Source: an optimization exercise on an open RTL-to-GDS flow (aim: small area and a short achievable clock period). Production flows keep margins and buffers that such runs may drop. RTL that was checked went through simulation tests only; none was proved equivalent to the original. No functional check of the RTL was part of runs 1 and 6. Power and IR drop assume default switching activity.

$ cat design/flow/design.v
`default_nettype none
package dma_iface_pkg;
   localparam int MEM_ADDR_BITS = 10;
   typedef logic [MEM_ADDR_BITS-1:0] mem_addr_t;
   typedef logic [31:0]              host_word_t;
   typedef logic [3:0]               byte_mask_t;
   typedef logic [1:0]               if_sel_t;
   typedef logic [3:0]               mem_sel_t;
   typedef logic [63:0]              dsc_word_t;
   localparam mem_sel_t MEM_CFG    = 4'd0;
   localparam mem_sel_t MEM_TX_DSC = 4'd1;
   localparam mem_addr_t CFG_TX_DSC_MASK  = 10'd0;
   localparam mem_addr_t CFG_RX_DSC_MASK  = 10'd1;
   localparam mem_addr_t CFG_RX_BYTE_WAIT = 10'd2;
   localparam mem_addr_t CFG_CONTROL      = 10'd3;
   localparam mem_addr_t CFG_PCIE_SIZES   = 10'd4;
   localparam host_word_t NO_DATA = 32'hdeadbeef;
   typedef struct packed {
      mem_addr_t  addr;
      host_word_t data;
      byte_mask_t mask;
      logic       en;
   } host_lane_t;
   typedef struct packed {
      if_sel_t    if_sel;
      mem_sel_t   mem_sel;
      host_lane_t hi;
      host_lane_t lo;
   } host_wr_t;
   typedef struct packed {
      if_sel_t   if_sel;
      mem_sel_t  mem_sel;
      mem_addr_t addr_hi;
      logic      en_hi;
      mem_addr_t addr_lo;
      logic      en_lo;
   } host_rd_t;
   typedef struct packed {
      host_word_t hi;
      host_word_t lo;
   } host_rd_data_t;
endpackage
`default_nettype wire
`default_nettype none
package dma_pcie_pkg;
   typedef logic [2:0] pcie_size_code_t;
   typedef logic [9:0] pcie_bytes_t;
   localparam pcie_size_code_t SIZE_32   = 3'd0;
   localparam pcie_size_code_t SIZE_64   = 3'd1;
   localparam pcie_size_code_t SIZE_128  = 3'd2;
   localparam pcie_size_code_t SIZE_256  = 3'd3;
   localparam pcie_size_code_t SIZE_512  = 3'd4;
   localparam pcie_size_code_t SIZE_1024 = 3'd5;
endpackage
`default_nettype wire
`timescale 1ns/100ps
`default_nettype none
module dma_iface_top (
   input  logic        pcie_clk,
   input  logic        rst_n,
   input  logic [1:0]  host_wr_if_sel,
   input  logic [3:0]  host_wr_mem_sel,
   input  logic [9:0]  host_wr_hi_addr,
   input  logic [31:0] host_wr_hi_data,
   input  logic [3:0]  host_wr_hi_mask,
   input  logic        host_wr_hi_en,
   input  logic [9:0]  host_wr_lo_addr,
   input  logic [31:0] host_wr_lo_data,
   input  logic [3:0]  host_wr_lo_mask,
   input  logic        host_wr_lo_en,
   input  logic [1:0]  host_rd_if_sel,
   input  logic [3:0]  host_rd_mem_sel,
   input  logic [9:0]  host_rd_addr_hi,
   input  logic        host_rd_en_hi,
   input  logic [9:0]  host_rd_addr_lo,
   input  logic        host_rd_en_lo,
   output logic [31:0] host_rd_data_hi,
   output logic [31:0] host_rd_data_lo,
   input  logic [2:0]  max_payload_size,
   input  logic [2:0]  max_read_req_size,
   output logic        iface_rdy,
   output logic [63:0] tx_dsc_mask,
   output logic [63:0] rx_dsc_mask,
   output logic [15:0] rx_byte_wait,
   input  logic [3:0]  dsc_rd_addr,
   input  logic        dsc_rd_en,
   output logic [63:0] dsc_rd_data,
   output logic        dsc_rd_valid,
   input  logic [3:0]  dsc_clr_addr,
   input  logic        dsc_clr_en
);
   localparam logic [31:0] NO_DATA = 32'hdeadbeef;
   logic [3:0] rst_cnt;
   logic       soft_reset;
   logic       restart;
   logic       rdy_o, rdy_w, rdy_c;
   assign restart = !rst_n || soft_reset;
   always_ff @(posedge pcie_clk) begin
      if (restart) begin
         rst_cnt <= 4'd0;
      end else if (!rdy_c) begin
         rst_cnt <= rst_cnt + 4'd1;
      end
   end
   always_ff @(posedge pcie_clk) begin
      rdy_o <= !restart && (rdy_o || rst_cnt == 4'hf);
      rdy_w <= !restart && (rdy_w || rst_cnt == 4'hf);
      rdy_c <= !restart && (rdy_c || rst_cnt == 4'hf);
   end
   assign iface_rdy = rdy_o;
   logic wr_ok, wr_cfg, wr_dsc, rd_cfg;
   assign wr_ok  = rdy_w && (host_wr_if_sel == 2'd0);
   assign wr_cfg = wr_ok && (host_wr_mem_sel == 4'd0);
   assign wr_dsc = wr_ok && (host_wr_mem_sel == 4'd1);
   assign rd_cfg = (host_rd_if_sel == 2'd0) && (host_rd_mem_sel == 4'd0);
   logic cfg_hi_en, cfg_lo_en;
   assign cfg_hi_en = wr_cfg && host_wr_hi_en;
   assign cfg_lo_en = wr_cfg && host_wr_lo_en;
   logic [3:0] tx_hi_ld, tx_lo_ld, rx_hi_ld, rx_lo_ld;
   logic [3:0] tx_hi_hold, tx_lo_hold, rx_hi_hold, rx_lo_hold;
   logic [1:0] wait_ld, wait_hold;
   logic [63:0] tx_next, rx_next;
   logic [15:0] wait_next;
   logic       cfg_sel_z, cfg_ms_z, rdy_c_n;
   logic       chi_za, chi_zb, clo_za, clo_zb;
   logic       chi_p_n, chi_q_n, clo_p_n, clo_q_n, chi_go, clo_go;
   logic       chi_a0_n, clo_a0_n, clo_a1_n;
   logic [1:0] chi_lit;
   logic [2:0] clo_lit;
   iface_nor #(.N(4)) u_cfg_sel_z (.a ({host_wr_if_sel, host_wr_mem_sel[3:2]}), .y (cfg_sel_z));
   iface_nor #(.N(2)) u_cfg_ms_z (.a (host_wr_mem_sel[1:0]), .y (cfg_ms_z));
   iface_nor #(.N(1)) u_rdy_c_n (.a (rdy_c), .y (rdy_c_n));
   iface_nor  #(.N(4)) u_chi_za (.a (host_wr_hi_addr[9:6]), .y (chi_za));
   iface_nor  #(.N(4)) u_chi_zb (.a (host_wr_hi_addr[5:2]), .y (chi_zb));
   iface_nor  #(.N(4)) u_clo_za (.a (host_wr_lo_addr[9:6]), .y (clo_za));
   iface_nor  #(.N(4)) u_clo_zb (.a (host_wr_lo_addr[5:2]), .y (clo_zb));
   iface_nand #(.N(3)) u_chi_p (.a ({host_wr_hi_en, rdy_w, cfg_ms_z}), .y (chi_p_n));
   iface_nand #(.N(3)) u_clo_p (.a ({host_wr_lo_en, rdy_w, cfg_ms_z}), .y (clo_p_n));
   iface_nand #(.N(3)) u_chi_q (.a ({chi_za, chi_zb, cfg_sel_z}), .y (chi_q_n));
   iface_nand #(.N(3)) u_clo_q (.a ({clo_za, clo_zb, cfg_sel_z}), .y (clo_q_n));
   iface_nor  #(.N(2)) u_chi_go (.a ({chi_p_n, chi_q_n}), .y (chi_go));
   iface_nor  #(.N(2)) u_clo_go (.a ({clo_p_n, clo_q_n}), .y (clo_go));
   iface_nor #(.N(1)) u_chi_a0_n (.a (host_wr_hi_addr[0]), .y (chi_a0_n));
   iface_nor #(.N(1)) u_clo_a0_n (.a (host_wr_lo_addr[0]), .y (clo_a0_n));
   iface_nor #(.N(1)) u_clo_a1_n (.a (host_wr_lo_addr[1]), .y (clo_a1_n));
   iface_nor #(.N(2)) u_chi_lit0 (.a (host_wr_hi_addr[1:0]), .y (chi_lit[0]));
   iface_nor #(.N(2)) u_chi_lit1 (.a ({host_wr_hi_addr[1], chi_a0_n}), .y (chi_lit[1]));
   iface_nor #(.N(2)) u_clo_lit0 (.a (host_wr_lo_addr[1:0]), .y (clo_lit[0]));
   iface_nor #(.N(2)) u_clo_lit1 (.a ({host_wr_lo_addr[1], clo_a0_n}), .y (clo_lit[1]));
   iface_nor #(.N(2)) u_clo_lit2 (.a ({clo_a1_n, host_wr_lo_addr[0]}), .y (clo_lit[2]));
   for (genvar b = 0; b < 4; b++) begin : g_cfg_byte
      iface_and   #(.N(3)) u_tx_hi_ld (.a ({chi_go, chi_lit[0], host_wr_hi_mask[b]}), .y (tx_hi_ld[b]));
      iface_and   #(.N(3)) u_tx_lo_ld (.a ({clo_go, clo_lit[0], host_wr_lo_mask[b]}), .y (tx_lo_ld[b]));
      iface_and   #(.N(3)) u_rx_hi_ld (.a ({chi_go, chi_lit[1], host_wr_hi_mask[b]}), .y (rx_hi_ld[b]));
      iface_and   #(.N(3)) u_rx_lo_ld (.a ({clo_go, clo_lit[1], host_wr_lo_mask[b]}), .y (rx_lo_ld[b]));
      iface_aoi31 u_tx_hi_hold (.a ({chi_go, chi_lit[0], host_wr_hi_mask[b]}), .b (rdy_c_n), .y (tx_hi_hold[b]));
      iface_aoi31 u_tx_lo_hold (.a ({clo_go, clo_lit[0], host_wr_lo_mask[b]}), .b (rdy_c_n), .y (tx_lo_hold[b]));
      iface_aoi31 u_rx_hi_hold (.a ({chi_go, chi_lit[1], host_wr_hi_mask[b]}), .b (rdy_c_n), .y (rx_hi_hold[b]));
      iface_aoi31 u_rx_lo_hold (.a ({clo_go, clo_lit[1], host_wr_lo_mask[b]}), .b (rdy_c_n), .y (rx_lo_hold[b]));
      if (b < 2) begin : g_wait
         iface_and   #(.N(3)) u_wait_ld (.a ({clo_go, clo_lit[2], host_wr_lo_mask[b]}), .y (wait_ld[b]));
         iface_aoi31 u_wait_hold (.a ({clo_go, clo_lit[2], host_wr_lo_mask[b]}), .b (rdy_c_n), .y (wait_hold[b]));
      end
   end
   for (genvar i = 0; i < 32; i++) begin : g_cfg_bit
      iface_ao22 u_tx_hi (.a1 (tx_hi_ld[i/8]), .a2 (host_wr_hi_data[i]),
                          .b1 (tx_hi_hold[i/8]), .b2 (tx_dsc_mask[32+i]), .y (tx_next[32+i]));
      iface_ao22 u_tx_lo (.a1 (tx_lo_ld[i/8]), .a2 (host_wr_lo_data[i]),
                          .b1 (tx_lo_hold[i/8]), .b2 (tx_dsc_mask[i]), .y (tx_next[i]));
      iface_ao22 u_rx_hi (.a1 (rx_hi_ld[i/8]), .a2 (host_wr_hi_data[i]),
                          .b1 (rx_hi_hold[i/8]), .b2 (rx_dsc_mask[32+i]), .y (rx_next[32+i]));
      iface_ao22 u_rx_lo (.a1 (rx_lo_ld[i/8]), .a2 (host_wr_lo_data[i]),
                          .b1 (rx_lo_hold[i/8]), .b2 (rx_dsc_mask[i]), .y (rx_next[i]));
      if (i < 16) begin : g_wait
         iface_ao22 u_wait (.a1 (wait_ld[i/8]), .a2 (host_wr_lo_data[i]),
                            .b1 (wait_hold[i/8]), .b2 (rx_byte_wait[i]), .y (wait_next[i]));
      end
   end
   always_ff @(posedge pcie_clk) begin
      tx_dsc_mask  <= tx_next;
      rx_dsc_mask  <= rx_next;
      rx_byte_wait <= wait_next;
   end
   always_ff @(posedge pcie_clk) begin
      soft_reset <= cfg_lo_en && (host_wr_lo_addr == 10'd3) &&
                    host_wr_lo_data[0] && host_wr_lo_mask[0];
   end
   logic [2:0] mps_q, mrrs_q;
   always_ff @(posedge pcie_clk) begin
      mps_q  <= max_payload_size;
      mrrs_q <= max_read_req_size;
   end
   function automatic logic [9:0] size_bytes(input logic [2:0] code);
      logic [9:0] res;
      res = '0;
      for (int c = 0; c < 5; c++) res[5+c] = (code == 3'(c));
      size_bytes = res;
   endfunction
   logic [31:0] rd_word_hi, rd_word_lo;
   always_comb begin
      case (host_rd_addr_hi)
         10'd0:   rd_word_hi = tx_dsc_mask[63:32];
         10'd1:   rd_word_hi = rx_dsc_mask[63:32];
         10'd4:   rd_word_hi = {22'd0, size_bytes(mrrs_q)};
         default: rd_word_hi = 32'd0;
      endcase
      case (host_rd_addr_lo)
         10'd0:   rd_word_lo = tx_dsc_mask[31:0];
         10'd1:   rd_word_lo = rx_dsc_mask[31:0];
         10'd2:   rd_word_lo = {16'd0, rx_byte_wait};
         10'd4:   rd_word_lo = {22'd0, size_bytes(mps_q)};
         default: rd_word_lo = 32'd0;
      endcase
   end
   always_ff @(posedge pcie_clk) begin
      if (!rdy_c) begin
         host_rd_data_hi <= NO_DATA;
         host_rd_data_lo <= NO_DATA;
      end else begin
         if (host_rd_en_hi) host_rd_data_hi <= rd_cfg ? rd_word_hi : NO_DATA;
         if (host_rd_en_lo) host_rd_data_lo <= rd_cfg ? rd_word_lo : NO_DATA;
      end
   end
   logic [63:0] mem [16];
   logic [3:0]  hi_idx, lo_idx;
   logic        dsc_hi_en, dsc_lo_en;
   assign hi_idx    = host_wr_hi_addr[3:0];
   assign lo_idx    = host_wr_lo_addr[3:0];
   assign dsc_hi_en = wr_dsc && host_wr_hi_en;
   assign dsc_lo_en = wr_dsc && host_wr_lo_en;
   logic       sel_z;            
   logic       hi_go_n, lo_go_n;
   logic       hi_go, lo_go;
   logic [3:0] hi_byte_n, lo_byte_n;
   logic [3:0] hi_idx_n, lo_idx_n;
   logic [15:0] hi_hit_n, lo_hit_n;
   logic [63:0] hi_we, lo_we;
   iface_nor  #(.N(4)) u_sel_z (.a ({host_wr_if_sel, host_wr_mem_sel[3:2]}), .y (sel_z));
   iface_nand #(.N(3)) u_hi_go_n (.a ({host_wr_mem_sel[0], host_wr_hi_en, rdy_w}), .y (hi_go_n));
   iface_nand #(.N(3)) u_lo_go_n (.a ({host_wr_mem_sel[0], host_wr_lo_en, rdy_w}), .y (lo_go_n));
   iface_nor  #(.N(2)) u_hi_go (.a ({hi_go_n, host_wr_mem_sel[1]}), .y (hi_go));
   iface_nor  #(.N(2)) u_lo_go (.a ({lo_go_n, host_wr_mem_sel[1]}), .y (lo_go));
   iface_nor  #(.N(1)) u_hi_idx_n [3:0] (.a (hi_idx), .y (hi_idx_n));
   iface_nor  #(.N(1)) u_lo_idx_n [3:0] (.a (lo_idx), .y (lo_idx_n));
   for (genvar b = 0; b < 4; b++) begin : g_byte
      iface_nand #(.N(3)) u_hi (.a ({sel_z, hi_go, host_wr_hi_mask[b]}), .y (hi_byte_n[b]));
      iface_nand #(.N(3)) u_lo (.a ({sel_z, lo_go, host_wr_lo_mask[b]}), .y (lo_byte_n[b]));
   end
   for (genvar e = 0; e < 16; e++) begin : g_entry
      iface_nand #(.N(4)) u_hi_hit (
         .a ({e[3] ? hi_idx[3] : hi_idx_n[3], e[2] ? hi_idx[2] : hi_idx_n[2],
              e[1] ? hi_idx[1] : hi_idx_n[1], e[0] ? hi_idx[0] : hi_idx_n[0]}),
         .y (hi_hit_n[e]));
      iface_nand #(.N(4)) u_lo_hit (
         .a ({e[3] ? lo_idx[3] : lo_idx_n[3], e[2] ? lo_idx[2] : lo_idx_n[2],
              e[1] ? lo_idx[1] : lo_idx_n[1], e[0] ? lo_idx[0] : lo_idx_n[0]}),
         .y (lo_hit_n[e]));
      for (genvar b = 0; b < 4; b++) begin : g_we
         iface_nor #(.N(2)) u_hi_we (.a ({hi_hit_n[e], hi_byte_n[b]}), .y (hi_we[4*e+b]));
         iface_nor #(.N(2)) u_lo_we (.a ({lo_hit_n[e], lo_byte_n[b]}), .y (lo_we[4*e+b]));
      end
   end
   always_ff @(posedge pcie_clk) begin
      for (int e = 0; e < 16; e++) begin
         for (int b = 0; b < 4; b++) begin
            if (hi_we[4*e+b]) mem[e][32+8*b +: 8] <= host_wr_hi_data[8*b +: 8];
            if (lo_we[4*e+b]) mem[e][8*b +: 8]    <= host_wr_lo_data[8*b +: 8];
         end
      end
   end
   logic [15:0] rd_sel;
   logic [63:0] rd_next;
   always_comb begin
      for (int e = 0; e < 16; e++) rd_sel[e] = dsc_rd_en && (dsc_rd_addr == 4'(e));
      rd_next = dsc_rd_data & {64{!dsc_rd_en}};
      for (int e = 0; e < 16; e++) rd_next = rd_next | (mem[e] & {64{rd_sel[e]}});
   end
   always_ff @(posedge pcie_clk) begin
      dsc_rd_data <= rd_next;
   end
   logic [15:0] valid;
   always_ff @(posedge pcie_clk) begin
      if (!rdy_c) begin
         valid        <= '0;
         dsc_rd_valid <= 1'b0;
      end else begin
         for (int e = 0; e < 16; e++) begin
            if (dsc_hi_en && hi_idx == 4'(e))
               valid[e] <= 1'b1;
            else if (dsc_clr_en && dsc_clr_addr == 4'(e))
               valid[e] <= 1'b0;
         end
         if (dsc_rd_en) dsc_rd_valid <= valid[dsc_rd_addr];
      end
   end
endmodule
module iface_nand #(
   parameter int N = 2
) (
   input  logic [N-1:0] a,
   output logic         y
);
   assign y = !(&a);
endmodule
module iface_ao22 (
   input  logic a1,
   input  logic a2,
   input  logic b1,
   input  logic b2,
   output logic y
);
   assign y = (a1 & a2) | (b1 & b2);
endmodule
module iface_and #(
   parameter int N = 2
) (
   input  logic [N-1:0] a,
   output logic         y
);
   assign y = &a;
endmodule
module iface_aoi31 (
   input  logic [2:0] a,
   input  logic       b,
   output logic       y
);
   assign y = !((&a) | b);
endmodule
module iface_nor #(
   parameter int N = 2
) (
   input  logic [N-1:0] a,
   output logic         y
);
   assign y = !(|a);
endmodule
`default_nettype wire
$ cat design/flow/flow/run.sh
#!/bin/bash
# standard synthesis, then the standard layout with plain buffers on the ports
# and a clock tree without dummy balancing loads
set -euo pipefail
bash standard.sh synth > synth.log 2>&1
bash standard.sh "BUFFER_PORTS_ARGS=-buffer_cell sky130_fd_sc_hd__buf_2" \
   "CTS_ARGS=-sink_clustering_enable -repair_clock_nets -sink_clustering_size 24 -sink_clustering_max_diameter 60 -dont_use_dummy_load" \
   "REMOVE_ABC_BUFFERS=1" finish > layout.log 2>&1
$ cat design/flow/standard.sh
#!/bin/bash
# synth_recipe.tcl (not shown) runs the flow's synth.tcl, then flattens the netlist and writes it again
# the make line also repeats each setting of config.mk as NAME=value (left out here)
make -C /OpenROAD-flow-scripts/flow DESIGN_CONFIG=/design/flow/config.mk WORK_HOME=/design/flow/orfs CLKGATE_MAP_FILE= SYNTH_SCRIPT=/design/flow/synth_recipe.tcl "${@:-finish}"
$ cat design/flow/config.mk
export PLATFORM = sky130hd
export DESIGN_NAME = dma_iface_top
export DESIGN_NICKNAME = dma_iface_top
export VERILOG_FILES = /design/flow/design.v
export SDC_FILE = /design/flow/constraint.sdc
export NUM_CORES = 4
export LEC_CHECK = 0
export CAP_MARGIN = 20
export CORE_MARGIN = 2
export CORE_UTILIZATION = 50
export CTS_CLUSTER_DIAMETER = 60
export CTS_CLUSTER_SIZE = 24
export PLACE_DENSITY = 0.65
export SETUP_SLACK_MARGIN = 1.9
export SLEW_MARGIN = 50
export SYNTH_HIERARCHICAL = 1
$ cat design/flow/constraint.sdc
create_clock -name core_clock -period 4.0 [get_ports {pcie_clk}]
set_input_delay 0.8000 -clock core_clock [delete_from_list [all_inputs] [get_ports {pcie_clk}]]
set_output_delay 0.8000 -clock core_clock [all_outputs]
set_load 0.01 [all_outputs]
==> results of run 1 <==
-- final cells by class --
| class | instances | share of cell area, % |
|---|---|---|
| multi-input cells | 1645 | 20.4 |
| repair buffers | 661 | 7.75 |
| well taps | 1276 | 2.82 |
| clock buffers | 87 | 3.84 |
| flip-flops and latches | 1327 | 65.0 |
| diodes | 4 | 0.0177 |
| inverters | 27 | 0.183 |
-- routing by layer --
layer	up-vias	GRT usage, %	share of wire, %	wire, um
met5	-	0	0	0
met2	1991	52.3	49	76400
met1	16500	40.5	38	59600
met3	287	5.44	10	15800
li1	13800	-	-	-
met4	0	9.75	3.2	5100
-- worst max path at each step --
stage	from	end	slack [ns]
after detailed placement	host_wr_hi_addr[3]	rx_dsc_mask[50]	0.85
after floorplan	dsc_rd_addr[3]	dsc_rd_data[19]	-1.11
final	host_rd_addr_lo[6]	host_rd_data_lo[6]	1.82
after global routing	host_rd_addr_lo[6]	host_rd_data_lo[6]	1.82
after CTS	dsc_rd_en	dsc_rd_data[34]	1.89
after global placement	host_wr_hi_addr[3]	rx_dsc_mask[63]	0.65
-- state kept, by name, summed over array words and instances (netlist names) --
signal           flops
rx_dsc_mask         64
tx_dsc_mask         64
rdy_c                1
rdy_w                1
rx_byte_wait        16
soft_reset           1
dsc_rd_valid         1
mps_q                3
rst_cnt              4
valid               16
mrrs_q               3
host_rd_data_lo     32
dsc_rd_data         64
mem               1024
host_rd_data_hi     32
rdy_o                1
-- cells in the mapped netlist (12+ instances only) --
master / count / area [sq um]
inv_1: 27 / 101
nor3_1: 12 / 60.1
nand4_1: 74 / 463
nand3_1: 63 / 315
nor2b_1: 72 / 450
o21ai_0: 55 / 275
a22oi_1: 308 / 2310
o211ai_1: 12 / 90.1
nor2_1: 221 / 830
and4_1: 18 / 158
or2_2: 14 / 87.6
a31oi_1: 20 / 125
a22o_1: 160 / 1400
mux2i_1: 20 / 200
a21oi_1: 86 / 430
clkbuf_1: 149 / 559
and3_1: 228 / 1430
dfxtp_1: 303 / 6070
a2111oi_0: 48 / 420
nand2_1: 53 / 199
a221o_1: 20 / 200
a221oi_1: 24 / 210
a222oi_1: 39 / 390
edfxtp_1: 1024 / 30700
-- power by group --
group          switching (uW)  internal, uW
combinational             792           394
clock                    4240          3840
sequential                109         14900
-- worst register-to-register path, cell delays in order (launching register included) --
cell	delay, ns
dfxtp_4	0.41
nand3_1	0.11
nor2_2	0.36
nand3_2	0.39
nor2_1	0.20
buf_4	0.26
-- per-module statistics from Yosys (local to each module, per instance), a selection --
module | cell area [sq um] | flip-flops and latches | times used
iface_ao22 | 8.76 | 0 | 144
dma_iface_top | 46100 | 1327 | 1
iface_aoi31 | 6.26 | 0 | 18
-- stage by stage --
stage,area [sq um],cells
final,56700,5027
after global routing,56700,5025
after CTS,56300,5015
after detailed placement,53500,4896
after global placement,53400,4893
after floorplan,47800,2997
-- repair_timing --
item / 4_1_cts / 5_1_grt
buffers inserted: 28 / 4
endpoints found under the hold margin: 0 / 0
gates cloned: 4 / 4
setup endpoints to repair: 1215 / 407
pin swaps: 21 / 22
resized for setup: 109 / 72
-- kinds of logic after synthesis --
kind of cell | count (synthesis) | synth area share [%]
AOI/OAI and AO/OA | 789 | 12.4
xor gates and xnor gates | 3 | 0.0542
adders and majority gates | 2 | 0.0465
buffers and inverters | 191 | 1.51
DFF | 1327 | 76.0
muxes | 27 | 0.669
and+or+nand+nor | 822 | 9.37
==> results.ini, run 1 <==
[outcome]
status=timing/DRC/antenna clean

[floorplan]
fp.coreArea_sq_mm=0.0964
initial_core_util_pct=50.2
die_x_um=315
die_h_um=315
rows=114
io_pins=420
dieArea_sq_mm=0.0994

[layout]
fin_util_pct=58.8
nets=3896
drive_gt1_share_pct=24.6
multi_input_area_sq_mm=0.0116
nFillCells=7418
final_common_cell=edfxtp_1
ff_latch_area_sq_mm=0.0369
syn2layout_area_growth_pct=17.1
layout_common_cells=edfxtp_1, buf_2, a22oi_1, dfxtp_1, and3_1

[placed_design]
dpl_worst_slack_ns=0.854
gp_congestion=0.904
numPortBuffers=419
hpwl_um=99000

[worst_setup_path]
reg2reg_setup_slack_ns=1.91
crit_family=simple AND/OR/NAND/NOR gates
cp_max_fo=7
start_kind=input pin
cp_num_buf_inv=3
worst_setup_path_end_kind=flop
cpPeakStageDelay_ns=0.55
worst_r2r_path_depth=5
cp.depth=8
worst-endpoint-arrival_ns=2.77
crit_top_cell=or4_4
cp.required_ns=4.59
regToRegEndpoint=mem[3][25]
slowest_stage=or4_4
r2r_start=rdy_w
crit_type=input pin to flop
cp_cell_sequence=buf_6, or4_4, or4_4, buf_4, nor3b_4, buf_2, nand2_1, a21oi_1

[timing]
max_clock_freq_mhz=459
rsz0062_at_grt=true
timing.hold.ws_ns=0.245
min_period_ns=2.18
slew_violations=0
setup_viol=0
min_period_over_period_pct=54.5
slew_headroom_pct=53.7
fin_ws_ns=1.82
worstMarginPinSlew_ns=0.695
finalSetupTns_ns=0
fin_skew_ns=0.0697
hold_viol=0

[detailed_routing]
drt-total-wl_um=157000
first_pass_iters=6
vias=32600
drt-initial-drc-count=4135
wl_per_cell_um=31.2
drcViolationCount=0
routed_via_density=6.48
antenna_left=0

[clocking]
htree_levels=3
cts_root_buf=clkbuf_16
cts_buffer_depth=3
clkSlewWorstSetupHoldPaths_ns=0.09
cts_buffers=87
cts_tree=built
ctsHoldBuffers=0
clock-sinks=1327
insertion_delay_ns=0.68

[global_route]
antenna_found_initial=5
grt_pass1_wl_um=220000
grtUsageTotal_pct=30.8
grt_max_degree=47
overflow=0
grt_pass1_vias=30800

[power_and_ir_drop]
leakagePower_uw=0.0198
total_power_uw=24300
ir_drop_mv=0.308
power_density_mw_per_mm2=428

[synth]
synth_area_sq_mm=0.0484
yosysWarnings=8
ys_seq_area_share_pct=76.0
ys_types=58
synth_seq_cells=1327
synthArstFlopShare_pct=0
synth_edf_count=1024
ys.flop_type=edfxtp_1
syn_inst=3161
syn_area_per_cell_sq_um=15.3

[hold_path]
min_to=mps_q[0]
holdCritPathClass=input pin to flop
holdPathStages=1
min_from=max_payload_size[0]

[job]
maxCapViolations=0

==> run 2, diff against run 1 <==
--- a/design/flow/design.v
+++ b/design/flow/design.v
@@ -272,4 +272,15 @@
    logic [63:0] rd_next;
+   logic [3:0]  rd_a_n;
+   logic        rd_en_n;
+   logic [15:0] rd_hit_n;
+   iface_nor #(.N(1)) u_rd_a_n [3:0] (.a (dsc_rd_addr), .y (rd_a_n));
+   iface_nor #(.N(1)) u_rd_en_n (.a (dsc_rd_en), .y (rd_en_n));
+   for (genvar e = 0; e < 16; e++) begin : g_rd_sel
+      iface_nand #(.N(4)) u_hit (
+         .a ({e[3] ? dsc_rd_addr[3] : rd_a_n[3], e[2] ? dsc_rd_addr[2] : rd_a_n[2],
+              e[1] ? dsc_rd_addr[1] : rd_a_n[1], e[0] ? dsc_rd_addr[0] : rd_a_n[0]}),
+         .y (rd_hit_n[e]));
+      iface_nor #(.N(2)) u_sel (.a ({rd_hit_n[e], rd_en_n}), .y (rd_sel[e]));
+   end
    always_comb begin
-      for (int e = 0; e < 16; e++) rd_sel[e] = dsc_rd_en && (dsc_rd_addr == 4'(e));
       rd_next = dsc_rd_data & {64{!dsc_rd_en}};
--- a/design/flow/config.mk
+++ b/design/flow/config.mk
@@ -14,3 +14,3 @@
 export SETUP_SLACK_MARGIN = 1.9
-export SLEW_MARGIN = 50
+export SLEW_MARGIN = 20
 export SYNTH_HIERARCHICAL = 1
==> run 2 against run 1 <==
  * Count of clock-buffer cells in the layout decreased by 2
  * Cell area shrank 2.0%
  * Synthesized area is 1.4% lower
  * Cell count is 4.5% lower
  * Hold slack worse by 0.015 ns
  * Die area down 1.3%
  * Synthesized cell count shrank 6.0%
  * Combinational power is 8% lower
  * Clock power down 1%
  * Power down 0.75%
  * Largest power group unchanged
  * Highest routed layer is now met5
==> results.ini, run 2 <==
[worst_setup_path]
regToRegEndpoint=mem[7][30]
crit_type=input pin to flop
cp.depth=9
worst-endpoint-arrival_ns=2.70
cp_num_buf_inv=3
cp_cell_sequence=buf_6, clkinvlp_4, nand4_1, nor2_4, buf_12, a22o_1, a221o_1, a221oi_1, nand3_1
reg2reg_setup_slack_ns=1.94
crit_family=compound AO/OA/AOI/OAI gates
r2r_start=rdy_w
cpPeakStageDelay_ns=0.33
cp.required_ns=4.51
start_kind=input pin
worst_r2r_path_depth=5
crit_start=dsc_rd_addr[3]
cp_max_fo=63
worst_setup_path_end_kind=flop
crit_end=dsc_rd_data[2]
slowest_stage=a22o_1

[timing]
rsz0062_at_grt=true
setup_viol=0
min_period_ns=2.19
hold_viol=0
max_clock_freq_mhz=456
fin_ws_ns=1.81
fin_skew_ns=0.0736
slew_headroom_pct=38.9
finalSetupTns_ns=0
min_period_over_period_pct=54.9
worstMarginPinSlew_ns=0.915
timing.hold.ws_ns=0.230
slew_violations=0

[layout]
layout_common_cells=edfxtp_1, buf_2, dfxtp_1, a22oi_1, a22o_1
ff_latch_area_sq_mm=0.0368
final_common_cell=edfxtp_1
syn2layout_area_growth_pct=16.3
drive_gt1_share_pct=24.7
largest-register=mem
multi_input_area_sq_mm=0.0108
nFillCells=7150
design_area_sq_mm=0.0556
nets=3683
largest_reg_flops=1024

[synth]
synth_area_sq_mm=0.0478
ys_types=57
synth_area_leaders=edfxtp_1, dfxtp_1, a22o_1, a22oi_1, a221oi_1
ys.flop_type=edfxtp_1
synth_edf_count=1024
synth_seq_cells=1327
ys_seq_area_share_pct=77.0
synth_largest_area_cell=edfxtp_1
yosysWarnings=8
synth_most_common_cell=edfxtp_1
synthArstFlopShare_pct=0
syn_inst=2970
synth_top_area_share_pct=64.3
synth_common_cells=edfxtp_1, dfxtp_1, a22oi_1
syn_area_per_cell_sq_um=16.1

[placed_design]
numPortBuffers=419
hpwl_um=99600
dpl_worst_slack_ns=0.639
dpl_cell_area_sq_mm=0.0526
gp_congestion=0.969

[floorplan]
fp.coreArea_sq_mm=0.0949
initial_core_util_pct=50.4
dieArea_sq_mm=0.0981
io_pins=420
rows=113
die_x_um=313
die_h_um=313

[detailed_routing]
routed_via_density=6.70
wl_met2_um=74700
drt-initial-drc-count=4840
antenna_left=0
drcViolationCount=0
wl_per_cell_um=32.5
first_pass_iters=8
wirelength_met1_um=56100
highest-signal-layer=met5
wl_met3_um=19100
vias=32200
drt-total-wl_um=156000

[job]
maxCapViolations=0

[clocking]
insertion_delay_ns=0.68
htree_levels=3
cts_buffers=85
cts_root_buf=clkbuf_16
clock-sinks=1327
cts_buffer_depth=3
clkSlewWorstSetupHoldPaths_ns=0.09
cts_tree=built

[global_route]
grt_pass1_vias=31100
overflow=0
grt_pass1_wl_um=218000
grt_max_degree=65
grtUsageTotal_pct=30.7
antenna_found_initial=6

[power_and_ir_drop]
total_power_uw=24100
leakagePower_uw=0.0189
ir_drop_mv=0.294
power_density_mw_per_mm2=434

[hold_path]
holdPathStages=1
holdCritPathClass=input pin to flop

[outcome]
status=timing/DRC/antenna clean

[run 2: repair_timing]
item                                    in CTS  in global routing
resized for setup                           71                 68
pin swaps                                    4                  7
endpoints found under the setup margin     937                649
setup buffers                               16                  9
endpoints found under the hold margin        0                  0
hold buffers                                 0                  0
gates cloned                                 1                  4
[run 2: per-module statistics from Yosys (local to each module, per instance), excerpt]
module | cell area [sq um] | cells inside | copies in the design | flip-flops and latches
dma_iface_top | 45200 | 2551 | 1 | 1327
iface_ao22 | 8.76 | 1 | 144 | 0
iface_aoi31 | 6.26 | 1 | 18 | 0
[run 2: how the worst min path moves through the flow]
stage	to	start	slack [ns]
2_1_floorplan	dsc_rd_data[0]	mem[7][0]	0.44
3_3_place_gp	host_rd_data_hi[22]	host_rd_data_hi[22]	0.44
3_5_place_dp	host_rd_data_hi[20]	host_rd_data_hi[20]	0.44
4_1_cts	mrrs_q[0]	max_read_req_size[0]	0.21
5_1_grt	mrrs_q[0]	max_read_req_size[0]	0.22
6_report	mrrs_q[0]	max_read_req_size[0]	0.23
[run 2: cells by family (layout without fill, tap and decap cells)]
logic type | after synthesis | count (layout) | synth area share (%)
AOI/OAI and AO/OA | 794 | 794 | 13.7
xor gates and xnor gates | 3 | 3 | 0.0550
adders and majority gates | 1 | 1 | 0.0262
buffers and inverters | 179 | 741 | 1.46
DFF | 1327 | 1327 | 77.0
muxes | 65 | 65 | 1.47
other | 0 | 2 | 0
and+or+nand+nor | 601 | 603 | 6.27
[run 2: final cells by class]
cell class	instances	share of cell area, %
Sequential cell	1327	66.3
Multi-Input combinational cell	1466	19.5
Timing Repair Buffer	630	7.34
Clock buffer	85	3.83
Tap cell	1265	2.85
Inverter	26	0.203
Antenna cell	2	0.00901
[run 2: routing by layer]
layer | vias to the layer above | track usage, %
li1 | 13300 | -
met1 | 16200 | 39.8
met2 | 2324 | 50.7
met3 | 355 | 7.05
met4 | 4 | 11.7
met5 | - | 0
[run 2: per-stage QoR]
stage	util (%)	std cells
6_report	58.6	4801
5_1_grt	58.6	4800
4_1_cts	58.1	4786
3_5_place_dp	55.4	4684
3_3_place_gp	55.4	4684
2_1_floorplan	-	2817
[run 2: report_power, final]
group,internal [uW],switching [uW]
Clock,3760,4220
Combinational,355,738
Sequential,14900,121
Total,19000,5080
==> run 3, diff against run 2 <==
--- a/design/flow/config.mk
+++ b/design/flow/config.mk
@@ -9,6 +9,6 @@
 export CORE_MARGIN = 2
-export CORE_UTILIZATION = 50
+export CORE_UTILIZATION = 66
 export CTS_CLUSTER_DIAMETER = 60
 export CTS_CLUSTER_SIZE = 24
-export PLACE_DENSITY = 0.65
+export PLACE_DENSITY = 0.78
 export SETUP_SLACK_MARGIN = 1.9
==> run 3 against run 2 <==
  * Still clean on timing, DRC and antenna
  * Clock skew down 0.031 ns
  * Cell count shrank 6.3%
  * Global-route usage rose by 8.3 points
  * Power is 2.6% lower
  * Non-clock buffer count is 15 higher
  * Critical path type unchanged
  * Critical endpoint is now dsc_rd_data[14]
  * Highest routed layer unchanged
==> results.ini, run 3 <==
[power_and_ir_drop]
p_switching_uw=4900
power_frac_clock_pct=31.2
power.share.switching_pct=20.9
power_density_mw_per_mm2=425
leakagePower_uw=0.0189
internal_power_uw=18600
seq_power_share_pct=64.1
total_power_uw=23500
ir_drop_mv=0.313
share_comb_of_total_power_pct=4.8

[layout]
largest_reg_flops=1024
drive_gt1_share_pct=25.5
nFillCells=4009
layout_common_cells=edfxtp_1, buf_2, dfxtp_1, a22oi_1, a22o_1
largest-register=mem
final_common_cell=edfxtp_1
syn2layout_area_growth_pct=15.7
nets=3691

[timing]
finalSetupTns_ns=0
slew_violations=0
rsz0062_at_grt=true
worstMarginPinSlew_ns=1.13
min_period_ns=2.22
fin_skew_ns=0.0429
fin_ws_ns=1.78
setup_viol=0
max_clock_freq_mhz=450
slew_headroom_pct=24.6
min_period_over_period_pct=55.6
hold_viol=0

[clocking]
clkSlewWorstSetupHoldPaths_ns=0.09
cts_buffer_depth=3
cts_root_buf=clkbuf_16
clock-sinks=1327
ctsHoldBuffers=0
cts_tree=built
cts_buffers=74
insertion_delay_ns=0.65
htree_levels=3

[synth]
synth_area_leaders=edfxtp_1, dfxtp_1, a22o_1, a22oi_1, a221oi_1
yosysWarnings=8
ys_seq_area_share_pct=77.0
synth_seq_cells=1327
ys_types=57
synthArstFlopShare_pct=0
synth_largest_area_cell=edfxtp_1
syn_inst=2970
synth_top_area_share_pct=64.3
ys.flop_type=edfxtp_1
synth_edf_count=1024
synth_common_cells=edfxtp_1, dfxtp_1, a22oi_1
synth_area_sq_mm=0.0478
syn_area_per_cell_sq_um=16.1
synth_most_common_cell=edfxtp_1

[worst_setup_path]
r2r_start=rdy_w
cp_cell_sequence=buf_2, clkinvlp_4, buf_4, buf_4, nor2_4, buf_12, a22o_1, a221oi_2, and3_1, nand3_1
crit_family=buffers and inverters
reg2reg_setup_slack_ns=1.90
cp_num_buf_inv=5
worst_r2r_path_depth=6
slowest_stage=nor2_4
worst-endpoint-arrival_ns=2.81
crit_type=input pin to flop
cpPeakStageDelay_ns=0.46
cp.depth=10
crit_top_cell=buf_4
crit_start=dsc_rd_en
regToRegEndpoint=mem[5][38]
start_kind=input pin
cp.required_ns=4.59
worst_setup_path_end_kind=flop
cp_max_fo=29

[floorplan]
die_h_um=273
fp.coreArea_sq_mm=0.0716
io_pins=420
die_x_um=273
dieArea_sq_mm=0.0746
initial_core_util_pct=66.7
rows=98

[hold_path]
min_from=max_read_req_size[0]
holdCritPathClass=input pin to flop
min_to=mrrs_q[0]
holdPathStages=1

[detailed_routing]
drt-initial-drc-count=5010
drt-total-wl_um=149000
wl_per_cell_um=33.1
first_pass_iters=7
drcViolationCount=0
antenna_left=0
routed_via_density=7.28
vias=32700

[global_route]
overflow=0
use_met1_pct=50.0
grt_most_used_layer=met2
grt_pass1_vias=32000
grtUsageTotal_pct=39.0
grt_max_degree=65
gr-usage-met3_pct=8.73
antenna_found_initial=8
grt_pass1_wl_um=211000
use_met2_pct=63.2

[placed_design]
numPortBuffers=419
hpwl_um=94700
gp_congestion=0.963
dpl_worst_slack_ns=0.678

[outcome]
status=timing/DRC/antenna clean

[job]
maxCapViolations=0

==> run 3: changes by cell type in the layout (fill, tap and decap cells not counted), sizes merged <==
cell / before / now
nor2: 231 / 235
diode: 2 / 6
clkbuf: 93 / 78
buf: 622 / 641
clkinvlp: 4 / 3
inv: 22 / 23
==> run 3: per-stage QoR <==
stage	hold slack, ns	instance area (sq um)	std cells	utilization [%]
global placement	0.430	52100	4360	72.8
finish	0.271	55300	4498	77.2
global route	0.254	55300	4496	77.2
CTS	0.254	54500	4470	76.2
detailed placement	0.448	52100	4360	72.8
floorplan	0.440	47200	2817	-
==> run 3: Yosys stat by module (local to each module, per instance), a selection <==
module	flip-flops and latches	times used	cells inside
dma_iface_top	1327	1	2551
iface_ao22	0	144	1
iface_aoi31	0	18	1
==> run 3: cell type report <==
cell class	count	area [sq um]	share of cell area, %
timing repair buffer	645	4220	7.62
tap	950	1190	2.15
multi-input combinational	1470	11100	20.0
inverter	26	111	0.201
sequential	1327	36800	66.6
clock buffer	74	1850	3.35
antenna	6	15.0	0.0272
==> run 3: timing repair <==
item | CTS | global route
cloned | 4 | 5
resized for setup | 74 | 109
pin swaps | 13 | 27
buffers inserted | 32 | 17
endpoints found under the setup margin | 769 | 680
==> run 3: worst max-delay path by stage <==
| stage | end | slack, ns |
|---|---|---|
| 6_report | dsc_rd_data[14] | 1.78 |
| 3_5_place_dp | mem[12][30] | 0.68 |
| 5_1_grt | dsc_rd_data[14] | 1.83 |
| 2_1_floorplan | dsc_rd_data[63] | 0.15 |
| 3_3_place_gp | mem[12][27] | 0.76 |
| 4_1_cts | rx_byte_wait[10] | 1.70 |
==> run 3: kinds of logic after synthesis <==
| kind of cell | share of synthesized area [%] |
|---|---|
| AND/OR/NAND/NOR | 6.27 |
| flip-flops | 77.0 |
| multiplexers | 1.47 |
| adder cells (fa/ha/maj) | 0.0262 |
| buffers and inverters | 1.46 |
| XOR/XNOR | 0.0550 |
| AO/OA/AOI/OAI | 13.7 |
==> run 3: metal layers <==
layer	share of wire [%]	wire length, um
met3	14	20900
met1	33	49000
met2	48	70900
met4	5.3	7960
met5	0.011	16
==> run 3: worst register-to-register path: stages, from the launching register on <==
cell	delay (ns)
dfxtp_1	0.48
nand3_1	0.12
nor2_1	0.15
buf_4	0.21
nand3_1	0.10
buf_4	0.21
nor2_2	0.46
==> run 3: power by group through the flow <==
stage / logic, uW / clock network (uW) / registers (uW)
final: 1120 / 7320 / 15000
after global routing: 1160 / 7760 / 15100
after CTS: 1050 / 7310 / 15000
after detailed placement: 1010 / 0 / 15300
after global placement: 971 / 0 / 15300
after floorplan: 327 / 0 / 15300
==> run 4, diff against run 3 <==
--- a/design/flow/config.mk
+++ b/design/flow/config.mk
@@ -9,6 +9,6 @@
 export CORE_MARGIN = 2
-export CORE_UTILIZATION = 66
+export CORE_UTILIZATION = 60
 export CTS_CLUSTER_DIAMETER = 60
 export CTS_CLUSTER_SIZE = 24
-export PLACE_DENSITY = 0.78
+export PLACE_DENSITY = 0.72
 export SETUP_SLACK_MARGIN = 1.9
==> run 4 against run 3 <==
  * Still clean on timing, DRC and antenna
  * First-iteration DRC count fell by 15%
  * Setup slack better by 0.083 ns
  * Cell area shrank 0.17%
  * Non-clock buffer count fell by 15
  * Clock skew is 0.014 ns higher
  * Global-route usage fell by 3.2 points
  * Critical endpoint is now rx_dsc_mask[44]
  * Largest cell class unchanged
==> results.ini, run 4 <==
[layout]
nets=3679
nFillCells=5140
design_area_sq_mm=0.0552
fin_util_pct=70.0
syn2layout_area_growth_pct=15.5
drive_gt1_share_pct=24.1
largest_reg_flops=1024
layout_common_cells=edfxtp_1, buf_2, dfxtp_1, a22oi_1, a22o_1
largest-register=mem
final_common_cell=edfxtp_1

[floorplan]
fp.coreArea_sq_mm=0.0789
rows=103
dieArea_sq_mm=0.0819
die_h_um=286
die_x_um=286
io_pins=420
initial_core_util_pct=60.6

[synth]
syn_inst=2970
synthArstFlopShare_pct=0
syn_area_per_cell_sq_um=16.1
synth_area_leaders=edfxtp_1, dfxtp_1, a22o_1, a22oi_1, a221oi_1
ys_types=57
ys.flop_type=edfxtp_1
synth_edf_count=1024
synth_most_common_cell=edfxtp_1
synth_largest_area_cell=edfxtp_1
synth_seq_cells=1327
yosysWarnings=8
synth_area_sq_mm=0.0478
synth_top_area_share_pct=64.3
ys_seq_area_share_pct=77.0
synth_common_cells=edfxtp_1, dfxtp_1, a22oi_1

[detailed_routing]
routed_via_density=7.03
antenna_left=0
drt-initial-drc-count=4282
drt-total-wl_um=152000
first_pass_iters=9
drcViolationCount=0
vias=32200
wl_per_cell_um=33.3

[global_route]
grt_pass1_vias=31300
overflow=0
grtUsageTotal_pct=35.8
grt_pass1_wl_um=212000
antenna_found_initial=7
grt_max_degree=65

[timing]
slew_headroom_pct=30.7
finalSetupTns_ns=0
min_period_over_period_pct=53.5
worstMarginPinSlew_ns=1.04
fin_skew_ns=0.0572
hold_viol=0
setup_viol=0
slew_violations=0
min_period_ns=2.14
max_clock_freq_mhz=467
rsz0062_at_grt=true

[hold_path]
holdCritPathClass=input pin to flop
holdPathStages=1

[worst_setup_path]
cp_max_fo=8
worst_setup_path_end_kind=flop
cpPeakStageDelay_ns=0.66
cp.required_ns=4.57
worst-endpoint-arrival_ns=2.71
start_kind=input pin
crit_type=input pin to flop
slowest_stage=nor4_4
worst_r2r_path_depth=5
cp_cell_sequence=buf_2, nor4_4, nand3_2, nor2_4, buf_4, and3_2, a22o_1

[power_and_ir_drop]
power.share.switching_pct=21.0
internal_power_uw=18900
p_switching_uw=5010
seq_power_share_pct=63.0
leakagePower_uw=0.0189
share_comb_of_total_power_pct=4.5
power_frac_clock_pct=32.5
power_density_mw_per_mm2=433
ir_drop_mv=0.314
total_power_uw=23900

[clocking]
clkSlewWorstSetupHoldPaths_ns=0.09
clock-sinks=1327
cts_buffers=81
cts_root_buf=clkbuf_16
cts_tree=built
ctsHoldBuffers=0
htree_levels=3
insertion_delay_ns=0.66
cts_buffer_depth=3

[placed_design]
hpwl_um=95100
gp_congestion=0.964
numPortBuffers=419
dpl_cell_area_sq_mm=0.0522

[job]
maxCapViolations=0

[outcome]
status=timing/DRC/antenna clean

-- run 4: cell counts after synthesis --
No cell type changed its count.
-- run 4: area by class of cell --
class / count / area, sq um / area share [%]
multi-input cells: 1466 / 10800 / 19.6
inverters: 26 / 109 / 0.197
repair buffers: 630 / 4090 / 7.42
clock buffers: 81 / 2030 / 3.67
flip-flops and latches: 1327 / 36800 / 66.7
diodes: 4 / 10.0 / 0.0181
well taps: 1050 / 1310 / 2.38
-- run 4: cell families after synthesis --
kind of cell               Yosys count  share of synthesized area (%)
AOI/OAI and AO/OA                  794                           13.7
and+or+nand+nor                    601                           6.27
adders and majority gates            1                         0.0262
DFF                               1327                           77.0
buffers and inverters              179                           1.46
muxes                               65                           1.47
xor gates and xnor gates             3                         0.0550
-- run 4: modules after synthesis, one instance, submodules excluded, excerpt --
module | cells | times used | flip-flops and latches | cell area (sq um)
iface_ao22 | 1 | 144 | 0 | 8.76
dma_iface_top | 2551 | 1 | 1327 | 45200
iface_aoi31 | 1 | 18 | 0 | 6.26
-- run 4: metal layers --
metal | track usage [%] | wire, um | share of wire [%]
met4 | 15.2 | 7390 | 4.8
met5 | 0 | 0 | 0
met3 | 6.02 | 19200 | 13
met2 | 59.3 | 72700 | 48
met1 | 47.5 | 53200 | 35
-- run 4: power groups by stage --
stage	sequential, uW	combinational (uW)	clock [uW]
after CTS	15000	1040	7770
final	15000	1080	7750
after detailed placement	15300	1010	0
after global routing	15000	1140	8260
after floorplan	15300	327	0
after global placement	15300	973	0
-- run 4: metrics by stage --
| stage | worst slack (ns) | hold WS (ns) | cells |
|---|---|---|---|
| 6_report | 1.86 | 0.250 | 4584 |
| 5_1_grt | 1.79 | 0.242 | 4584 |
| 4_1_cts | 1.80 | 0.234 | 4565 |
| 3_5_place_dp | 0.587 | 0.439 | 4457 |
| 3_3_place_gp | 0.753 | 0.435 | 4457 |
| 2_1_floorplan | 0.148 | 0.440 | 2817 |
-- run 4: timing repair --
action,CTS,global route
setup buffers,25,9
pin swaps,9,10
gates resized for setup,70,55
cloned,2,6
endpoints found under the setup margin,1103,1055
-- run 4: path summary, 6_finish.rpt --
path | start | end | slack [ns]
max reg2reg | rdy_w | mem[8][30] | 1.93
min | max_read_req_size[0] | mrrs_q[0] | 0.25
max | host_wr_hi_addr[7] | rx_dsc_mask[44] | 1.86
min reg2reg | host_rd_data_hi[20] | host_rd_data_hi[20] | 0.44
-- run 4: critical path: cells and delay by family --
family / cells / cell delay (ns)
buffers and inverters: 2 / 0.35
AND/OR/NAND/NOR: 4 / 1.37
AO/OA/AOI/OAI: 1 / 0.18
==> run 5, diff against run 4 <==
--- a/design/flow/config.mk
+++ b/design/flow/config.mk
@@ -13,3 +13,3 @@
 export PLACE_DENSITY = 0.72
-export SETUP_SLACK_MARGIN = 1.9
+export SETUP_SLACK_MARGIN = 2.0
 export SLEW_MARGIN = 20
==> run 5 against run 4 <==
  * Global-route usage up 0.72 points
  * Combinational power rose by 5%
  * Core utilization is 1.2 points higher
  * Setup slack improved by 0.057 ns
  * Count of clock-buffer cells in the layout did not move
  * Power increased by 0.31%
  * Largest cell class unchanged
==> results.ini, run 5 <==
[hold_path]
holdPathStages=1
holdCritPathClass=input pin to flop

[timing]
hold_viol=0
min_period_over_period_pct=52.1
rsz0062_at_grt=true
setup_viol=0
fin_ws_ns=1.92
timing.hold.ws_ns=0.247
slew_violations=0
worstMarginPinSlew_ns=1.05
fin_skew_ns=0.0524
min_period_ns=2.08
finalSetupTns_ns=0
max_clock_freq_mhz=480
slew_headroom_pct=29.7

[layout]
design_area_sq_mm=0.0561
layout_common_cells=edfxtp_1, buf_2, a22oi_1, a22o_1, buf_4
final_common_cell=edfxtp_1
syn2layout_area_growth_pct=17.5
largest_reg_flops=1024
drive_gt1_share_pct=28.7
nets=3703
largest-register=mem
nFillCells=5015

[outcome]
status=timing/DRC/antenna clean

[synth]
synth_largest_area_cell=edfxtp_1
synth_seq_cells=1327
synth_area_sq_mm=0.0478
yosysWarnings=8
synth_area_leaders=edfxtp_1, dfxtp_1, a22o_1, a22oi_1, a221oi_1
ys.flop_type=edfxtp_1
synth_most_common_cell=edfxtp_1
synth_edf_count=1024
synth_top_area_share_pct=64.3
syn_inst=2970
ys_types=57
synthArstFlopShare_pct=0
synth_common_cells=edfxtp_1, dfxtp_1, a22oi_1
ys_seq_area_share_pct=77.0
syn_area_per_cell_sq_um=16.1

[detailed_routing]
first_pass_iters=9
antenna_left=0
drcViolationCount=0
drt-initial-drc-count=4478
drt-total-wl_um=158000
wl_per_cell_um=34.3
vias=32600
routed_via_density=7.08

[power_and_ir_drop]
ir_drop_mv=0.311
leakagePower_uw=0.0192
total_power_uw=23900
power_density_mw_per_mm2=427

[global_route]
overflow=0
grt_pass1_vias=31700
grt_pass1_wl_um=216000
antenna_found_initial=3
grtUsageTotal_pct=36.5
grt_max_degree=65

[worst_setup_path]
start_kind=input pin
cp_max_fo=8
cpPeakStageDelay_ns=0.65
slowest_stage=nor4_4
cp.depth=7
crit_family=simple AND/OR/NAND/NOR gates
worst_setup_path_end_kind=flop
worst_r2r_path_depth=4
crit_type=input pin to flop
cp.required_ns=4.51
cp_cell_sequence=buf_6, nor4_4, nand3_2, nor2_4, buf_8, a31oi_4, a22o_1
cp_num_buf_inv=2
worst-endpoint-arrival_ns=2.59

[placed_design]
gp_congestion=0.964
hpwl_um=95100
numPortBuffers=419
dpl_cell_area_sq_mm=0.0522
dpl_worst_slack_ns=0.587

[clocking]
cts_tree=built
ctsHoldBuffers=0
cts_buffers=81
htree_levels=3
cts_root_buf=clkbuf_16
clock-sinks=1327
clkSlewWorstSetupHoldPaths_ns=0.09
insertion_delay_ns=0.66
cts_buffer_depth=3

[floorplan]
rows=103
die_h_um=286
die_x_um=286
fp.coreArea_sq_mm=0.0789
initial_core_util_pct=60.6
io_pins=420
dieArea_sq_mm=0.0819

[job]
maxCapViolations=0

==> run 5: cell counts after synthesis <==
No cell type changed its count.
==> run 5: modules after synthesis (local to each module, per instance), a selection <==
module | flip-flops and latches | cells inside
iface_aoi31 | 0 | 1
dma_iface_top | 1327 | 2551
iface_ao22 | 0 | 1
==> run 5: path summary, 6_finish.rpt <==
| path | slack (ns) | start | endpoint |
|---|---|---|---|
| setup reg to reg | 1.94 | rdy_c | valid[0] |
| hold / removal | 0.25 | max_read_req_size[0] | mrrs_q[0] |
| hold reg to reg | 0.45 | host_rd_data_hi[20] | host_rd_data_hi[20] |
| setup / recovery | 1.92 | host_wr_hi_addr[7] | tx_dsc_mask[46] |
==> run 5: final cells by class <==
cell class / count / area (sq um) / share of cell area, %
sequential: 1327 / 37000 / 66.0
clock buffer: 81 / 2030 / 3.61
tap: 1050 / 1310 / 2.34
inverter: 26 / 111 / 0.198
timing repair buffer: 654 / 4620 / 8.23
multi-input combinational: 1466 / 11000 / 19.6
antenna: 4 / 10.0 / 0.0178
==> run 5: per-layer routing <==
| layer | GRT usage (%) | wire, um | vias to the layer above |
|---|---|---|---|
| met2 | 60.3 | 75200 | 2617 |
| met3 | 6.49 | 20800 | 412 |
| met4 | 16.6 | 8350 | 0 |
| li1 | - | - | 13300 |
| met1 | 47.9 | 53500 | 16300 |
| met5 | 0 | 0 | - |
==> run 5: where the power goes <==
part	internal, uW	total (uW)	switching, uW
registers	14900	15100	129
logic	388	1130	745
clock network	3590	7760	4170
==> run 5: logic make-up after synthesis <==
group                    after synthesis  share of synthesized area, %
flip-flops                          1327                          77.0
buffers and inverters                179                          1.46
AO/OA/AOI/OAI                        794                          13.7
adder cells (fa/ha/maj)                1                        0.0262
AND/OR/NAND/NOR                      601                          6.27
XOR/XNOR                               3                        0.0550
multiplexers                          65                          1.47
==> run 5: through the flow <==
stage          std cells  utilization (%)
6_report            4608             71.2
5_1_grt             4607             71.2
3_5_place_dp        4457             66.2
4_1_cts             4579             70.4
3_3_place_gp        4457             66.2
2_1_floorplan       2817                -
==> run 5: repair_timing <==
action                                  in CTS  in global routing
setup buffers                               35                 15
gates cloned                                 6                 10
gates resized for setup                    259                108
endpoints found under the setup margin    1358                612
pin swaps                                   65                 21
==> run 6, diff against run 5 <==
--- a/design/flow/design.v
+++ b/design/flow/design.v
@@ -198,27 +198,79 @@
    endfunction
-   logic [31:0] rd_word_hi, rd_word_lo;
+   logic       rd_sel_z, rd_ms_z, rd_cfg_n;
+   logic [4:0] sz_lo, sz_hi;
+   iface_nor  #(.N(4)) u_rd_sel_z (.a ({host_rd_if_sel, host_rd_mem_sel[3:2]}), .y (rd_sel_z));
+   iface_nor  #(.N(2)) u_rd_ms_z (.a (host_rd_mem_sel[1:0]), .y (rd_ms_z));
+   iface_nand #(.N(2)) u_rd_cfg_n (.a ({rd_sel_z, rd_ms_z}), .y (rd_cfg_n));
    always_comb begin
-      case (host_rd_addr_hi)
-         10'd0:   rd_word_hi = tx_dsc_mask[63:32];
-         10'd1:   rd_word_hi = rx_dsc_mask[63:32];
-         10'd4:   rd_word_hi = {22'd0, size_bytes(mrrs_q)};
-         default: rd_word_hi = 32'd0;
-      endcase
-      case (host_rd_addr_lo)
-         10'd0:   rd_word_lo = tx_dsc_mask[31:0];
-         10'd1:   rd_word_lo = rx_dsc_mask[31:0];
-         10'd2:   rd_word_lo = {16'd0, rx_byte_wait};
-         10'd4:   rd_word_lo = {22'd0, size_bytes(mps_q)};
-         default: rd_word_lo = 32'd0;
-      endcase
+      for (int c = 0; c < 5; c++) begin
+         sz_lo[c] = (mps_q == 3'(c));
+         sz_hi[c] = (mrrs_q == 3'(c));
+      end
    end
-   always_ff @(posedge pcie_clk) begin
-      if (!rdy_c) begin
-         host_rd_data_hi <= NO_DATA;
-         host_rd_data_lo <= NO_DATA;
-      end else begin
-         if (host_rd_en_hi) host_rd_data_hi <= rd_cfg ? rd_word_hi : NO_DATA;
-         if (host_rd_en_lo) host_rd_data_lo <= rd_cfg ? rd_word_lo : NO_DATA;
+   for (genvar L = 0; L < 2; L++) begin : g_rd_lane
+      logic [9:0]  addr;
+      logic        en;
+      logic        uza, uzb, p_n, q_n, go, hold, t_n, set;
+      logic [2:0]  a_n;
+      logic [4:0]  lit, s;
+      logic [31:0] q, nxt;
+      if (L == 0) begin : g_lo
+         assign addr = host_rd_addr_lo;
+         assign en   = host_rd_en_lo;
+         assign q    = host_rd_data_lo;
+      end else begin : g_hi
+         assign addr = host_rd_addr_hi;
+         assign en   = host_rd_en_hi;
+         assign q    = host_rd_data_hi;
+      end
+      iface_nor  #(.N(4)) u_uza (.a (addr[9:6]), .y (uza));
+      iface_nor  #(.N(3)) u_uzb (.a (addr[5:3]), .y (uzb));
+      iface_nand #(.N(3)) u_p (.a ({rdy_c, en, rd_ms_z}), .y (p_n));
+      iface_nand #(.N(3)) u_q (.a ({rd_sel_z, uza, uzb}), .y (q_n));
+      iface_nor  #(.N(2)) u_go (.a ({p_n, q_n}), .y (go));
+      iface_nor  #(.N(1)) u_a_n [2:0] (.a (addr[2:0]), .y (a_n));
+      iface_nor  #(.N(3)) u_lit0 (.a ({addr[2], addr[1], addr[0]}), .y (lit[0]));
+      iface_nor  #(.N(3)) u_lit1 (.a ({addr[2], addr[1], a_n[0]}), .y (lit[1]));
+      iface_nor  #(.N(3)) u_lit2 (.a ({addr[2], a_n[1], addr[0]}), .y (lit[2]));
+      iface_nor  #(.N(3)) u_lit4 (.a ({a_n[2], addr[1], addr[0]}), .y (lit[4]));
+      assign lit[3] = 1'b0;
+      for (genvar k = 0; k < 5; k++) begin : g_s
+         if (k != 3) begin : g_and
+            iface_and #(.N(2)) u_s (.a ({go, lit[k]}), .y (s[k]));
+         end else begin : g_none
+            assign s[k] = 1'b0;
+         end
+      end
+      iface_nor  #(.N(2)) u_hold (.a ({rdy_c_n, en}), .y (hold));
+      iface_nand #(.N(2)) u_t (.a ({en, rd_cfg_n}), .y (t_n));
+      iface_nand #(.N(2)) u_set (.a ({rdy_c, t_n}), .y (set));
+      for (genvar i = 0; i < 32; i++) begin : g_bit
+         localparam bit HAS_WAIT = (L == 0) && (i < 16);
+         localparam bit HAS_SIZE = (i >= 5) && (i <= 9);
+         localparam int NP = 3 + (HAS_WAIT ? 1 : 0) + (HAS_SIZE ? 1 : 0);
+         logic [NP-1:0] pa, pb;
+         assign pa[2:0] = {hold, s[1], s[0]};
+         assign pb[2:0] = {q[i], (L == 0) ? rx_dsc_mask[i] : rx_dsc_mask[32+i],
+                                 (L == 0) ? tx_dsc_mask[i] : tx_dsc_mask[32+i]};
+         if (HAS_WAIT && HAS_SIZE) begin : g_ws
+            assign pa[4:3] = {s[4], s[2]};
+            assign pb[4:3] = {sz_lo[i-5], rx_byte_wait[i]};
+         end else if (HAS_WAIT) begin : g_w
+            assign pa[3] = s[2];
+            assign pb[3] = rx_byte_wait[i];
+         end else if (HAS_SIZE) begin : g_s
+            assign pa[3] = s[4];
+            assign pb[3] = (L == 0) ? sz_lo[i-5] : sz_hi[i-5];
+         end
+         if (NO_DATA[i]) begin : g_one
+            iface_sopc #(.N(NP)) u_bit (.a (pa), .b (pb), .c (set), .y (nxt[i]));
+         end else begin : g_zero
+            iface_sop  #(.N(NP)) u_bit (.a (pa), .b (pb), .y (nxt[i]));
+         end
       end
    end
+   always_ff @(posedge pcie_clk) begin
+      host_rd_data_lo <= g_rd_lane[0].nxt;
+      host_rd_data_hi <= g_rd_lane[1].nxt;
+   end
    logic [63:0] mem [16];
@@ -270,7 +322,6 @@
    end
-   logic [15:0] rd_sel;
-   logic [63:0] rd_next;
    logic [3:0]  rd_a_n;
    logic        rd_en_n;
-   logic [15:0] rd_hit_n;
+   logic [15:0] rd_hit_n, rd_sel;
+   logic [63:0] rd_next;
    iface_nor #(.N(1)) u_rd_a_n [3:0] (.a (dsc_rd_addr), .y (rd_a_n));
@@ -284,5 +335,14 @@
    end
-   always_comb begin
-      rd_next = dsc_rd_data & {64{!dsc_rd_en}};
-      for (int e = 0; e < 16; e++) rd_next = rd_next | (mem[e] & {64{rd_sel[e]}});
+   for (genvar i = 0; i < 64; i++) begin : g_rd_bit
+      logic [8:0] part_n;
+      logic [2:0] third;
+      for (genvar k = 0; k < 8; k++) begin : g_part
+         iface_aoi22 u_part (.a1 (rd_sel[2*k]),   .a2 (mem[2*k][i]),
+                             .b1 (rd_sel[2*k+1]), .b2 (mem[2*k+1][i]), .y (part_n[k]));
+      end
+      iface_nand #(.N(2)) u_hold (.a ({rd_en_n, dsc_rd_data[i]}), .y (part_n[8]));
+      for (genvar k = 0; k < 3; k++) begin : g_third
+         iface_nand #(.N(3)) u_third (.a (part_n[3*k +: 3]), .y (third[k]));
+      end
+      assign rd_next[i] = |third;
    end
@@ -324,2 +384,30 @@
 endmodule
+module iface_aoi22 (
+   input  logic a1,
+   input  logic a2,
+   input  logic b1,
+   input  logic b2,
+   output logic y
+);
+   assign y = !((a1 & a2) | (b1 & b2));
+endmodule
+module iface_sop #(
+   parameter int N = 3
+) (
+   input  logic [N-1:0] a,
+   input  logic [N-1:0] b,
+   output logic         y
+);
+   assign y = |(a & b);
+endmodule
+module iface_sopc #(
+   parameter int N = 3
+) (
+   input  logic [N-1:0] a,
+   input  logic [N-1:0] b,
+   input  logic         c,
+   output logic         y
+);
+   assign y = (|(a & b)) | c;
+endmodule
 module iface_and #(
--- a/design/flow/config.mk
+++ b/design/flow/config.mk
@@ -9,8 +9,8 @@
 export CORE_MARGIN = 2
-export CORE_UTILIZATION = 60
+export CORE_UTILIZATION = 50
 export CTS_CLUSTER_DIAMETER = 60
 export CTS_CLUSTER_SIZE = 24
-export PLACE_DENSITY = 0.72
-export SETUP_SLACK_MARGIN = 2.0
-export SLEW_MARGIN = 20
+export PLACE_DENSITY = 0.65
+export SETUP_SLACK_MARGIN = 1.9
+export SLEW_MARGIN = 50
 export SYNTH_HIERARCHICAL = 1
==> run 6 against run 5 <==
  * Sequential cell count did not move
  * Cell count rose by 5.7%
  * Critical path depth fell by 3
  * Cell area rose by 3.0%
  * Largest power group unchanged
  * Setup slack got worse by 0.058 ns
  * Count of clock-buffer cells in the layout rose by 12
  * Routed wire length fell by 10%
  * Critical endpoint is now mem[15][47]
  * Non-clock buffer count fell by 86
  * Hold slack improved by 0.0081 ns
  * Sequential power barely moved
==> results.ini, run 6 <==
[outcome]
status=timing/DRC/antenna clean

[timing]
slew_headroom_pct=52.2
min_period_over_period_pct=53.5
slew_violations=0
fin_skew_ns=0.0684
setup_viol=0
max_clock_freq_mhz=467
hold_viol=0
rsz0062_at_grt=true
min_period_ns=2.14
fin_ws_ns=1.86
worstMarginPinSlew_ns=0.715

[detailed_routing]
first_pass_iters=5
drt-initial-drc-count=3471
drt-total-wl_um=142000
antenna_left=0
drcViolationCount=0
wl_per_cell_um=29.1
routed_via_density=6.31
vias=30700

[synth]
synth_most_common_cell=edfxtp_1
synthAdderAreaFrac_pct=0.0251
synth-xor-area-share_pct=0.0527
synth_top_area_share_pct=61.7
synth_area_leaders=edfxtp_1, a22oi_2, dfxtp_1, a22o_1, nand3_1
yosysWarnings=9
synth_top_family_by_area=compound AO/OA/AOI/OAI gates
synth.mux.area_fraction_pct=0.191
syn_area_per_cell_sq_um=16.8
syn_inst=2960
yosys.area_share.simple_pct=7.23
synthArstFlopShare_pct=0
synth_seq_cells=1327
ys.flop_type=edfxtp_1
synth_area_sq_mm=0.0498
ys_types=44
synth_compound_area_share_pct=17.8
synth_largest_area_cell=edfxtp_1
synth_common_cells=edfxtp_1, a22oi_2, dfxtp_1
synth_edf_count=1024
ys_seq_area_share_pct=73.9

[worst_setup_path]
cp.required_ns=4.35
cp_cell_sequence=buf_2, nand4_1, nor2_1, buf_4
worst-endpoint-arrival_ns=2.49
reg2reg_setup_slack_ns=1.94
slowest_stage=nand4_1
cp_max_fo=20
worst_setup_path_end_kind=flop
cpPeakStageDelay_ns=0.65
crit_family=simple AND/OR/NAND/NOR gates
start_kind=input pin
cp_num_buf_inv=2
crit_type=input pin to flop

[clocking]
cts_buffers=93
ctsHoldBuffers=0
cts_tree=built
clkSlewWorstSetupHoldPaths_ns=0.06
htree_levels=3
cts_buffer_depth=3
cts_root_buf=clkbuf_16
clock-sinks=1327
insertion_delay_ns=0.70

[layout]
multi_input_area_sq_mm=0.0134
nets=3730
drive_gt1_share_pct=37.8
largest-register=mem
layout_common_cells=edfxtp_1, a22oi_2, buf_2, dfxtp_1, nand3_1
nFillCells=7399
ff_latch_area_sq_mm=0.0369
syn2layout_area_growth_pct=16.1
largest_reg_flops=1024
fin_cells=4870
final_common_cell=edfxtp_1

[placed_design]
hpwl_um=100000
numPortBuffers=419
gp_congestion=0.969
dp.cells=4753
dpl_worst_slack_ns=0.722

[power_and_ir_drop]
leakagePower_uw=0.0190
ir_drop_mv=0.272
power_density_mw_per_mm2=423

[global_route]
grtUsageTotal_pct=27.3
grt_max_degree=65
grt_pass1_wl_um=206000
antenna_found_initial=9
grt_pass1_vias=30500
overflow=0

[floorplan]
fp.coreArea_sq_mm=0.0986
initial_core_util_pct=50.6
die_x_um=320
rows=115
die_h_um=320
dieArea_sq_mm=0.102
io_pins=420

[hold_path]
holdCritPathClass=input pin to flop

[job]
maxCapViolations=0

-- run 6: cell types whose count changed after synthesis, sizes merged, moves of 62 or more --
cell	previous run	this run
nand3	91	221
or3	2	64
and3	85	19
a22o	221	144
a221oi	131	2
a22oi	231	559
clkbuf	105	3
-- run 6: area by class of cell --
class                      instances  share of cell area, %
inverter                          34                  0.236
multi-input combinational       1559                   23.1
clock buffer                      93                   4.02
timing repair buffer             568                   6.10
tap                             1287                   2.78
antenna                            2                0.00865
sequential                      1327                   63.7
-- run 6: logic make-up after synthesis --
group,count (synthesis)
simple gates,717
mux,7
fa+ha+maj,1
buf+inv,74
flops,1327
compound gates,831
xor+xnor,3
-- run 6: repair_timing --
| item | in CTS | in global routing |
|---|---|---|
| pin swaps | 13 | 0 |
| setup buffers | 18 | 2 |
| resized for setup | 136 | 31 |
| endpoints found under the setup margin | 1094 | 338 |
-- run 6: worst paths after layout --
path | startpoint | depth (start not counted) | end
min reg2reg | valid[9] | 2 | valid[9]
max reg2reg | rdy_c | 8 | host_rd_data_hi[9]
max | host_wr_hi_addr[0] | 4 | mem[15][47]
min | max_payload_size[2] | 1 | mps_q[2]
-- run 6: stage by stage --
| stage | instance area [sq um] | TNS (ns) | power, uW | util, % | hold slack, ns |
|---|---|---|---|---|---|
| global placement | 54400 | 0 | 16400 | 55.2 | 0.454 |
| global route | 57800 | 0 | 25100 | 58.7 | 0.223 |
| CTS | 57700 | 0 | 24600 | 58.5 | 0.215 |
| floorplan | 49500 | -127.65 | 15700 | - | 0.449 |
| finish | 57800 | 0 | 24500 | 58.7 | 0.255 |
| detailed placement | 54600 | 0 | 16400 | 55.4 | 0.465 |
-- run 6: per-module statistics from Yosys, one instance, submodules excluded, excerpt --
module / flip-flops and latches / cells / times used / cell area, sq um
iface_aoi31: 0 / 1 / 18 / 6.26
iface_ao22: 0 / 1 / 144 / 8.76
iface_aoi22: 0 / 1 / 512 / 12.5
dma_iface_top: 1327 / 1551 / 1 / 38300
-- run 6: power by group --
part           internal [uW]  switching, uW
Sequential             14900            116
Clock                   4090           4220
Combinational            340            767
-- run 6: layer usage --
layer	track usage (%)	part of all wire (%)
met5	0	0.056
met4	8.07	2.7
met3	4.48	8.1
met2	46.2	49
met1	36.5	40

Re-timed with assumed drivers on the ports (clkbuf_16 on the clock, buf_2 on other inputs), run 6 has 1.838 ns of setup slack against 1.859 ns with ideal ports, and 1.119 ns once port delays also move by the mid clock arrival of 0.719 ns.
